From an optimization exercise on the open Yosys and OpenROAD flow, aimed at small area; shortcuts taken in it are not production practice. At most, simulation tests tie the RTL to the original design; equivalence was not proved. Power is estimated from default activity; no workload was simulated.

==> inputs of 06-16 <==
==> flow/design.v <==
module dmr_ins_inv (
  input  logic        wsel,
  input  logic        keep,
  input  logic [31:0] w,
  input  logic [31:0] prev,
  output logic [31:0] d
);
  assign d = ~(({32{wsel}} & w) | ({32{keep}} & prev));
endmodule
module dmr_ins_true (
  input  logic        wseln,
  input  logic        keepn,
  input  logic [31:0] wn,
  input  logic [31:0] prevn,
  output logic [31:0] d
);
  assign d = ~(({32{wseln}} | wn) & ({32{keepn}} | prevn));
endmodule
module dmr_aoi3 (
  input  logic [2:0]       sel,
  input  logic [2:0][31:0] din,
  output logic [31:0]      doutn
);
  assign doutn = ~(({32{sel[0]}} & din[0]) | ({32{sel[1]}} & din[1]) | ({32{sel[2]}} & din[2]));
endmodule
module dmr_nand6 (
  input  logic [5:0][31:0] dinn,
  output logic [31:0]      dout
);
  assign dout = ~(dinn[0] & dinn[1] & dinn[2] & dinn[3] & dinn[4] & dinn[5]);
endmodule
module data_mem_responder #(
  parameter int DEPTH       = 64,
  parameter int WAIT_CYCLES = 2
) (
  input  logic        clk,
  input  logic        reset,
  input  logic        mem_read,
  input  logic        mem_write,
  input  logic [31:0] addr,
  input  logic [31:0] wdata,
  output logic [31:0] rdata,
  output logic        ready,
  output logic        busy,
  output logic        err
);
  localparam int NPT = DEPTH / 4;   
  logic [DEPTH-1:0][31:0] ring;
  logic [5:0]  phase;
  logic        swept;
  logic [1:0]  cnt;
  logic [5:0]  capIdx;
  logic        capWrite;
  logic        capFault;
  logic        fault;
  logic [5:0]  useIdx;
  logic [31:0] useWdata;
  logic [31:0] useWdataN;
  logic        useWrite;
  logic [5:0]  pos;
  logic        sweep;
  logic [NPT-1:0] ptSel;
  logic [NPT-1:0] wsel;      
  logic [NPT-1:0] keep;      
  logic [17:0]   rsel;
  logic [17:0][31:0] rsrc;
  logic [5:0][31:0]  rpart;
  logic [31:0] rnext;
  logic [DEPTH-1:0][31:0] ringNext;
  logic [NPT-1:0][31:0]   insD;
  assign fault     = (addr[1:0] != 2'b00) || (addr[31:8] != 24'd0) || (mem_read && mem_write);
  assign busy      = (cnt != 2'd0);
  assign err       = ready && capFault;
  assign useIdx    = busy ? capIdx   : addr[7:2];
  assign useWdata  = busy ? rdata : wdata;
  assign useWdataN = ~useWdata;
  assign useWrite  = busy ? capWrite : (mem_write && !fault);
  assign pos       = useIdx + phase;
  assign sweep     = !swept;
  always_comb begin
    for (int k = 0; k < NPT; k++) begin
      ptSel[k] = (pos[1:0] == 2'b11) && (pos[5:2] == 4'(k));
      wsel[k]  = useWrite && ptSel[k];
      rsel[k]  = ptSel[k] && !sweep;
      keep[k]  = !wsel[(k+NPT-1)%NPT] && !sweep;
      rsrc[k]  = k[0] ? insD[(k+1)%NPT] : ring[4*k+3];
    end
    rsel[NPT]   = busy && (pos[1:0] != 2'b11);
    rsrc[NPT]   = rdata;
    rsel[NPT+1] = !busy && (pos[1:0] != 2'b11);
    rsrc[NPT+1] = wdata;
  end
  for (genvar g = 0; g < 6; g++) begin : g_rd
    dmr_aoi3 u_aoi (.sel(rsel[3*g+2:3*g]), .din(rsrc[3*g+2:3*g]), .doutn(rpart[g]));
  end
  dmr_nand6 u_rd (.dinn(rpart), .dout(rnext));
  for (genvar m = 0; m < NPT; m++) begin : g_pt
    if (m % 2 == 1) begin : g_inv
      dmr_ins_inv u_ins (
        .wsel(wsel[(m+NPT-1)%NPT]), .keep(keep[m]), .w(useWdata),
        .prev(ring[(4*m+DEPTH-1)%DEPTH]), .d(insD[m])
      );
    end else begin : g_true
      dmr_ins_true u_ins (
        .wseln(!wsel[(m+NPT-1)%NPT]), .keepn(!keep[m]), .wn(useWdataN),
        .prevn(ring[(4*m+DEPTH-1)%DEPTH]), .d(insD[m])
      );
    end
  end
  always_comb begin
    for (int i = 0; i < DEPTH; i++)
      ringNext[i] = (i % 4 == 0) ? insD[i/4] : ring[(i+DEPTH-1)%DEPTH];
  end
  always_ff @(posedge clk or negedge reset) begin
    if (!reset) begin
      phase <= 6'd0;
      swept <= 1'b0;
      cnt   <= 2'd0;
      ready <= 1'b0;
    end else begin
      phase <= phase + 6'd1;
      if (phase[1:0] == 2'b11) swept <= 1'b1;
      ready <= (cnt == 2'd3);
      if (busy) cnt <= cnt + 2'd1;
      else if (mem_read || mem_write) cnt <= 2'd1;
    end
  end
  always_ff @(posedge clk) begin
    if (!busy) begin
      capIdx   <= addr[7:2];
      capWrite <= mem_write && !fault;
      capFault <= fault;
    end
  end
  always_ff @(posedge clk) begin
    rdata <= rnext;
    ring  <= ringNext;
  end
endmodule
==> flow/flow/run.sh <==
#!/bin/bash
set -e
export CTS_ARGS="-sink_clustering_enable -repair_clock_nets -dont_use_dummy_load -buf_list sky130_fd_sc_hd__clkbuf_8 -sink_clustering_size 20 -sink_clustering_max_diameter 50"
export BUFFER_PORTS_ARGS="-buffer_cell sky130_fd_sc_hd__buf_1"
bash standard.sh > standard.log 2>&1
==> flow/standard.sh <==
#!/bin/bash
# synth_recipe.tcl (not shown) runs the flow's synth.tcl, then flattens the netlist and writes it again
# the make line also repeats each setting of config.mk as NAME=value (left out here)
make -C /OpenROAD-flow-scripts/flow DESIGN_CONFIG=/design/flow/config.mk WORK_HOME=/design/flow/orfs CLKGATE_MAP_FILE= SYNTH_SCRIPT=/design/flow/synth_recipe.tcl "${@:-finish}"
==> flow/config.mk <==
export PLATFORM = sky130hd
export DESIGN_NAME = data_mem_responder
export DESIGN_NICKNAME = data_mem_responder
export VERILOG_FILES = /design/flow/design.v
export SDC_FILE = /design/flow/constraint.sdc
export NUM_CORES = 4
export LEC_CHECK = 0
export CAP_MARGIN = 20
export CORE_MARGIN = 2
export CORE_UTILIZATION = 75
export GPL_ROUTABILITY_DRIVEN = 0
export GPL_TIMING_DRIVEN = 0
export SLEW_MARGIN = 20
export SYNTH_HIERARCHICAL = 1
==> flow/constraint.sdc <==
create_clock -name core_clock -period 7.0 [get_ports {clk}]
set_input_delay 1.4000 -clock core_clock [delete_from_list [all_inputs] [get_ports {clk}]]
set_output_delay 1.4000 -clock core_clock [all_outputs]
set_load 0.01 [all_outputs]
==> 02-05 (differences from 06-16) <==
==> flow/design.v, changed modules only <==
module data_mem_responder #(
  parameter int DEPTH       = 64,
  parameter int WAIT_CYCLES = 2
) (
  input  logic        clk,
  input  logic        reset,
  input  logic        mem_read,
  input  logic        mem_write,
  input  logic [31:0] addr,
  input  logic [31:0] wdata,
  output logic [31:0] rdata,
  output logic        ready,
  output logic        busy,
  output logic        err
);
  localparam int NPT = DEPTH / 4;   
  logic [DEPTH-1:0][31:0] ring;
  logic [5:0]  phase;
  logic        swept;
  logic [1:0]  cnt;
  logic [5:0]  capIdx;
  logic [31:0] capWdata;
  logic        capRead;
  logic        capWrite;
  logic        capFault;
  logic        fault;
  logic [5:0]  useIdx;
  logic [31:0] useWdata;
  logic        useRead;
  logic        useWrite;
  logic [5:0]  pos;
  logic        sweep;
  logic [NPT-1:0] wsel;
  logic [NPT-1:0] rsel;
  logic [NPT-1:0] ptSel;
  assign fault    = (addr[1:0] != 2'b00) || (addr[31:8] != 24'd0) || (mem_read && mem_write);
  assign busy     = (cnt != 2'd0);
  assign err      = ready && capFault;
  assign useIdx   = busy ? capIdx   : addr[7:2];
  assign useWdata = busy ? capWdata : wdata;
  assign useRead  = busy ? capRead  : (mem_read && !fault);
  assign useWrite = busy ? capWrite : (mem_write && !fault);
  assign pos      = useIdx + phase;
  assign sweep    = !swept;
  always_comb begin
    for (int k = 0; k < NPT; k++) begin
      ptSel[k] = (pos[1:0] == 2'b11) && (pos[5:2] == 4'(k));
      wsel[k]  = useWrite && ptSel[k];
      rsel[k]  = useRead && ptSel[k];
    end
  end
  always_ff @(posedge clk or negedge reset) begin
    if (!reset) begin
      phase <= 6'd0;
      swept <= 1'b0;
      cnt   <= 2'd0;
      ready <= 1'b0;
    end else begin
      phase <= phase + 6'd1;
      if (phase[1:0] == 2'b11) swept <= 1'b1;
      ready <= (cnt == 2'd3);
      if (busy) cnt <= cnt + 2'd1;
      else if (mem_read || mem_write) cnt <= 2'd1;
    end
  end
  always_ff @(posedge clk) begin
    if (!busy) begin
      capIdx   <= addr[7:2];
      capWdata <= wdata;
      capRead  <= mem_read && !fault;
      capWrite <= mem_write && !fault;
      capFault <= fault;
    end
  end
  always_ff @(posedge clk) begin
    if (|rsel) begin
      for (int k = 0; k < NPT; k++)
        if (rsel[k]) rdata <= sweep ? 32'd0 : ring[4*k+3];
    end
  end
  always_ff @(posedge clk) begin
    for (int i = 0; i < DEPTH; i++) begin
      if (i % 4 == 0) begin
        if (wsel[(i/4+NPT-1)%NPT])  ring[i] <= useWdata;
        else if (sweep)             ring[i] <= 32'd0;
        else                        ring[i] <= ring[(i+DEPTH-1)%DEPTH];
      end else begin
        ring[i] <= ring[i-1];
      end
    end
  end
endmodule
// module dmr_ins_inv removed
// module dmr_ins_true removed
// module dmr_aoi3 removed
// module dmr_nand6 removed
==> flow/run.sh (new file) <==
#!/bin/bash
# synth_recipe.tcl (not shown) runs the flow's synth.tcl, then flattens the netlist and writes it again
# the make line also repeats each setting of config.mk as NAME=value (left out here)
make -C /OpenROAD-flow-scripts/flow DESIGN_CONFIG=/design/flow/config.mk WORK_HOME=/design/flow/orfs CLKGATE_MAP_FILE= SYNTH_SCRIPT=/design/flow/synth_recipe.tcl finish
CORE_UTILIZATION = 30   (was 75)
GPL_ROUTABILITY_DRIVEN = unset   (was 0)
GPL_TIMING_DRIVEN = unset   (was 0)
SYNTH_HIERARCHICAL = unset   (was 1)
removed: flow/flow/run.sh
removed: flow/standard.sh
==> 02-07 (differences from 06-16) <==
==> flow/design.v, changed modules only <==
module dmr_aoi2 (
  input  logic [1:0]       sel,
  input  logic [1:0][31:0] din,
  output logic [31:0]      doutn
);
  assign doutn = ~(({32{sel[0]}} & din[0]) | ({32{sel[1]}} & din[1]));
endmodule
module data_mem_responder #(
  parameter int DEPTH       = 64,
  parameter int WAIT_CYCLES = 2
) (
  input  logic        clk,
  input  logic        reset,
  input  logic        mem_read,
  input  logic        mem_write,
  input  logic [31:0] addr,
  input  logic [31:0] wdata,
  output logic [31:0] rdata,
  output logic        ready,
  output logic        busy,
  output logic        err
);
  localparam int NPT = DEPTH / 4;   
  logic [DEPTH-1:0][31:0] ring;
  logic [5:0]  phase;
  logic        swept;
  logic [1:0]  cnt;
  logic [5:0]  capIdx;
  logic [31:0] capWdata;
  logic        capRead;
  logic        capWrite;
  logic        capFault;
  logic        fault;
  logic [5:0]  useIdx;
  logic [31:0] useWdata;
  logic [31:0] useWdataN;
  logic        useRead;
  logic        useWrite;
  logic [5:0]  pos;
  logic        sweep;
  logic [NPT-1:0] ptSel;
  logic [NPT-1:0] wsel;      
  logic [NPT-1:0] keep;      
  logic [16:0]   rsel;      
  logic [16:0][31:0] rsrc;
  logic [5:0][31:0]  rpart;
  logic [31:0] rnext;
  logic [DEPTH-1:0][31:0] ringNext;
  logic [NPT-1:0][31:0]   insD;
  assign fault     = (addr[1:0] != 2'b00) || (addr[31:8] != 24'd0) || (mem_read && mem_write);
  assign busy      = (cnt != 2'd0);
  assign err       = ready && capFault;
  assign useIdx    = busy ? capIdx   : addr[7:2];
  assign useWdata  = busy ? capWdata : wdata;
  assign useWdataN = ~useWdata;
  assign useRead   = busy ? capRead  : (mem_read && !fault);
  assign useWrite  = busy ? capWrite : (mem_write && !fault);
  assign pos       = useIdx + phase;
  assign sweep     = !swept;
  always_comb begin
    for (int k = 0; k < NPT; k++) begin
      ptSel[k] = (pos[1:0] == 2'b11) && (pos[5:2] == 4'(k));
      wsel[k]  = useWrite && ptSel[k];
      rsel[k]  = useRead && ptSel[k] && !sweep;
      keep[k]  = !wsel[(k+NPT-1)%NPT] && !sweep;
      rsrc[k]  = k[0] ? insD[(k+1)%NPT] : ring[4*k+3];
    end
    rsel[NPT]   = !(useRead && (pos[1:0] == 2'b11));
    rsrc[NPT]   = rdata;
  end
  for (genvar g = 0; g < 5; g++) begin : g_rd
    dmr_aoi3 u_aoi (.sel(rsel[3*g+2:3*g]), .din(rsrc[3*g+2:3*g]), .doutn(rpart[g]));
  end
  dmr_aoi2 u_aoi2 (.sel(rsel[16:15]), .din(rsrc[16:15]), .doutn(rpart[5]));
  dmr_nand6 u_rd (.dinn(rpart), .dout(rnext));
  for (genvar m = 0; m < NPT; m++) begin : g_pt
    if (m % 2 == 1) begin : g_inv
      dmr_ins_inv u_ins (
        .wsel(wsel[(m+NPT-1)%NPT]), .keep(keep[m]), .w(useWdata),
        .prev(ring[(4*m+DEPTH-1)%DEPTH]), .d(insD[m])
      );
    end else begin : g_true
      dmr_ins_true u_ins (
        .wseln(!wsel[(m+NPT-1)%NPT]), .keepn(!keep[m]), .wn(useWdataN),
        .prevn(ring[(4*m+DEPTH-1)%DEPTH]), .d(insD[m])
      );
    end
  end
  always_comb begin
    for (int i = 0; i < DEPTH; i++)
      ringNext[i] = (i % 4 == 0) ? insD[i/4] : ring[(i+DEPTH-1)%DEPTH];
  end
  always_ff @(posedge clk or negedge reset) begin
    if (!reset) begin
      phase <= 6'd0;
      swept <= 1'b0;
      cnt   <= 2'd0;
      ready <= 1'b0;
    end else begin
      phase <= phase + 6'd1;
      if (phase[1:0] == 2'b11) swept <= 1'b1;
      ready <= (cnt == 2'd3);
      if (busy) cnt <= cnt + 2'd1;
      else if (mem_read || mem_write) cnt <= 2'd1;
    end
  end
  always_ff @(posedge clk) begin
    if (!busy) begin
      capIdx   <= addr[7:2];
      capWdata <= wdata;
      capRead  <= mem_read && !fault;
      capWrite <= mem_write && !fault;
      capFault <= fault;
    end
  end
  always_ff @(posedge clk) begin
    rdata <= rnext;
    ring  <= ringNext;
  end
endmodule
==> flow/run.sh (new file) <==
#!/bin/bash
# synth_recipe.tcl (not shown) runs the flow's synth.tcl, then flattens the netlist and writes it again
# the make line also repeats each setting of config.mk as NAME=value (left out here)
make -C /OpenROAD-flow-scripts/flow DESIGN_CONFIG=/design/flow/config.mk WORK_HOME=/design/flow/orfs CLKGATE_MAP_FILE= SYNTH_SCRIPT=/design/flow/synth_recipe.tcl finish
CORE_UTILIZATION = 60   (was 75)
CTS_BUF_LIST = sky130_fd_sc_hd__clkbuf_8   (was unset)
CTS_CLUSTER_DIAMETER = 40   (was unset)
CTS_CLUSTER_SIZE = 20   (was unset)
GPL_ROUTABILITY_DRIVEN = unset   (was 0)
GPL_TIMING_DRIVEN = unset   (was 0)
removed: flow/flow/run.sh
removed: flow/standard.sh
==> notes <==
02-07 went through all stages and came out clean. 02-05 ran to the end with no violations. 06-16 ran to the end with no violations.
Worst hold slack, highest first: 02-05, 02-07, 06-16.
Clock-buffer cell count: 02-05 > 02-07 > 06-16.
Of 06-16 and 02-05, 02-05 has the higher power (gap about 20%, measured against 02-05).
The lowest wire length belongs to 06-16, the highest to 02-05.
The highest critical path depth belongs to 06-16, the lowest to 02-07.
The highest synthesized cell count belongs to 02-05, the lowest to 06-16.
Of 06-16 and 02-05, 02-05 has the higher via count (gap 14%, measured against 02-05).
Against 02-05, the design area of 02-07 is lower by 13%.
Register-to-register slack, highest first: 02-05, 02-07, 06-16.
==> figures <==
                                                                02-07       02-05       06-16
Status                                       timing/DRC/antenna clean  timing/DRC/antenna clean  timing/DRC/antenna clean
Worst reg-to-reg setup slack                                  1540 ps     1950 ps      230 ps
Reg-to-Reg End                                              rdata[13]   rdata[27]   rdata[22]
Net switching share of the total power                          0.263       0.235       0.286
Post-route setup slack                                        1540 ps     1750 ps      227 ps
Final #Nets                                                      3536        4616        3561
Metal2 WL                                                    59700 um    67800 um    53600 um
Top-area cell type share of the netlist area                    0.828       0.758       0.823
Layout cell share with drive strength beyond 1                  0.130       0.102       0.102
Number of cells on the worst reg-to-reg path                       14          17          18
Yosys warns                                                         7           1           7
Detailed-route wire length                                  132000 um   143000 um   126000 um
Peak fanout along the critical path                                25           9          10
GRT Overall Usage                                               0.300       0.151       0.354
Met1 Routed Length                                           57700 um    61700 um    51100 um
Number of clock buffers in the layout                             189         278         133
CTS sink cnt                                                     2131        2131        2098
Met1 Track Usage GR                                             0.418       0.191       0.503
Number of inverters outside the clock class in the layout          39          45          39
Only the layout flow was run in 02-07; the RTL was not checked for function there.

==> separate check: timing with driven ports <==
In the flow no input, the clock included, has a driving cell. The finished layouts below were timed again as built, in two steps.
Step 1: set_driving_cell puts a clkbuf_16 on clk and a buf_2 on each other input, an assumption about the parent block.
Step 2 moves the port delays by t, midway between the first and last clock arrival at a register: inputs arrive t later, outputs are due t later. That takes back most of the time a late clock gives input paths.
Slacks: no drivers / after step 1 / after step 2; pairs: no drivers / after step 1.
| run | shift t [ns] | setup slack, ns | worst hold slack (ns) | latest minus earliest clock arrival (ns) | slew at the worst register clock pin (ns) |
|---|---|---|---|---|---|
| 06-16 | 0.866 | 0.227 / 0.227 / 0.227 | 0.290 / 0.290 / 0.290 | 0.061 / 0.060 | 0.12 / 0.12 |
| 02-05 | 0.885 | 1.746 / 1.798 / 0.913 | 0.295 / 0.295 / 0.295 | 0.048 / 0.048 | 0.07 / 0.07 |
| 02-07 | 0.899 | 1.536 / 1.536 / 0.937 | 0.292 / 0.292 / 0.292 | 0.054 / 0.054 | 0.11 / 0.11 |
After both steps setup and hold are still met in every run listed. The setup slack of 02-05, which loses most, moves by +0.052 ns with the drivers and by -0.833 ns with both steps.
